Background: an optimization exercise with open tools, aiming at small area, a short achievable clock period and few clock cycles per item. Do not read the settings as production practice.
Function was checked by simulation only, so behaviour that the tests miss may differ from the original.

Design act_requant_pipe, start of the top module:
module act_requant_pipe #(
   parameter int LANES    = 4,
   parameter int IN_W     = 24,
   parameter int OUT_W    = 8,
   parameter int DQ_SHIFT = 13,
   parameter int RQ_SHIFT = 8,
   parameter int LEN_W    = 16
) (
   input  logic                clk,
   input  logic                rst,
   input  logic                start,
   input  logic [1:0]          cfg_mode,
   input  logic [IN_W-1:0]     cfg_bias,
   input  logic [7:0]          cfg_dq_scale,
   input  logic [7:0]          cfg_rq_scale,
   input  logic [LEN_W-1:0]    cfg_len,
   input  logic                in_valid,
   output logic                in_ready,
   input  logic [LANES*IN_W-1:0] in_data,
   output logic                out_valid,
   input  logic                out_ready,
   output logic [LANES*OUT_W-1:0] out_data,
   output logic                out_last,
   output logic                busy,
   output logic                done,
   output logic [15:0]         sat_cnt
);
   localparam int X_W = IN_W + 1;           
   localparam int P_W = X_W + 8;            
   localparam int D_W = P_W - DQ_SHIFT;     
   localparam int Y_W = 17;                 
   localparam int Q_W = Y_W + 8;            
   logic                   busy_r, done_r, rem_nz;
   logic [LEN_W-1:0]       in_rem, len_m1;
  ...
For scale: about 7,000 cells after synthesis, about 590 flip-flops, about 210 I/O pins.
==> flow/config.mk <==
export PLATFORM = sky130hd
export DESIGN_NAME = act_requant_pipe
export DESIGN_NICKNAME = act_requant_pipe
export VERILOG_FILES = /design/flow/design.v
export SDC_FILE = /design/flow/constraint.sdc
export NUM_CORES = 4
export LEC_CHECK = 0
export CAP_MARGIN = 20
export CORE_MARGIN = 2
export CORE_UTILIZATION = 55
export SETUP_SLACK_MARGIN = 5
export SLEW_MARGIN = 20
export SYNTH_HIERARCHICAL = 1
export SYNTH_MINIMUM_KEEP_SIZE = 0
==> flow/constraint.sdc <==
create_clock -name core_clock -period 13.0 [get_ports {clk}]
set_input_delay 2.6000 -clock core_clock [delete_from_list [all_inputs] [get_ports {clk}]]
set_output_delay 2.6000 -clock core_clock [all_outputs]
set_load 0.01 [all_outputs]
standard.sh (not shown) runs the stock make flow with config.mk's settings and CLKGATE_MAP_FILE= SYNTH_SCRIPT=/design/flow/synth_recipe.tcl, a recipe that flattens the netlist after the stock synthesis.
==> flow/flow/run.sh <==
#!/bin/bash
cp standard.sh standard.sh.txt
sed -e 's/SETUP_SLACK_MARGIN=[-0-9.]*/SETUP_SLACK_MARGIN=7.5/' standard.sh > standard_margin.sh
export BUFFER_PORTS_ARGS="-buffer_cell sky130_fd_sc_hd__buf_2"
bash standard_margin.sh > standard.log 2>&1
Testbench counts at the start, summed over its fixed seeds: cycles 14,693, beats 13,349.
Next try:
==> flow/flow/run.sh (replaced) <==
#!/bin/bash
cp standard.sh standard.sh.txt
sed -e 's/SETUP_SLACK_MARGIN=[-0-9.]*/SETUP_SLACK_MARGIN=7.5/' standard.sh > standard_margin.sh
export BUFFER_PORTS_ARGS="-buffer_cell sky130_fd_sc_hd__buf_4"
bash standard_margin.sh > standard.log 2>&1
--- a/flow/config.mk
+++ b/flow/config.mk
@@ -8,5 +8,5 @@
 export CAP_MARGIN = 20
 export CORE_MARGIN = 2
-export CORE_UTILIZATION = 55
+export CORE_UTILIZATION = 40
 export SETUP_SLACK_MARGIN = 5
 export SLEW_MARGIN = 20
Result:
- The changed run went through all stages and came out clean
- via count stays flat
- area after synthesis is unchanged
- first-iteration DRC count fell by 11%
- critical path depth rose by 2
- cell area rose by 1.6%
- clock-buffer cell count rose by 13
- synthesized cell count is unchanged
- worst hold slack hardly moves
- routed wire length fell by 0.69%
Next try:
==> flow/flow/run.sh (replaced) <==
#!/bin/bash
cp standard.sh standard.sh.txt
sed -e 's/SETUP_SLACK_MARGIN=[-0-9.]*/SETUP_SLACK_MARGIN=7.5/' standard.sh > standard_margin.sh
export BUFFER_PORTS_ARGS="-buffer_cell sky130_fd_sc_hd__buf_2"
bash standard_margin.sh > standard.log 2>&1
--- a/flow/config.mk
+++ b/flow/config.mk
@@ -8,5 +8,5 @@
 export CAP_MARGIN = 20
 export CORE_MARGIN = 2
-export CORE_UTILIZATION = 40
+export CORE_UTILIZATION = 65
 export SETUP_SLACK_MARGIN = 5
 export SLEW_MARGIN = 20
Result: Critical path depth is lower by 2; maximum frequency is lower by 1.1%; sequential cell count is unchanged; utilization is higher by 26 points; synthesized cell count does not change.

-- port drivers added, routing unchanged --
How much do the figures lean on ideal ports? The routed layouts below were timed once more, with nothing changed but the port constraints. Step 1 (the two cells are an assumption about what drives the block):
set clk [get_ports {clk}]
set_driving_cell -lib_cell sky130_fd_sc_hd__clkbuf_16 $clk
set_driving_cell -lib_cell sky130_fd_sc_hd__buf_2 [delete_from_list [all_inputs] $clk]
Step 2 moves the port delays by t, midway between the first and last clock arrival at a register: inputs arrive t later, outputs are due t later. That takes back most of the time a late clock gives input paths. Slacks: no drivers / after step 1 / after step 2; pairs: no drivers / after step 1.
run	shift t [ns]	setup slack, ns	worst setup path at the end	slew at the worst register clock pin (ns)	worst slew at a driven data input, ns
the first run	0.756	7.604 / 7.604 / 7.012	input to register	0.07 / 0.07	0.12
the second run	0.776	7.640 / 7.640 / 7.005	input to register	0.06 / 0.06	0.09
the third run	0.726	7.580 / 7.580 / 7.194	input to register	0.06 / 0.06	0.11
After both steps every run listed still meets setup and hold. For the second run, which loses most, drivers alone change the setup slack by 0.000 ns; drivers and shift together by -0.635 ns.
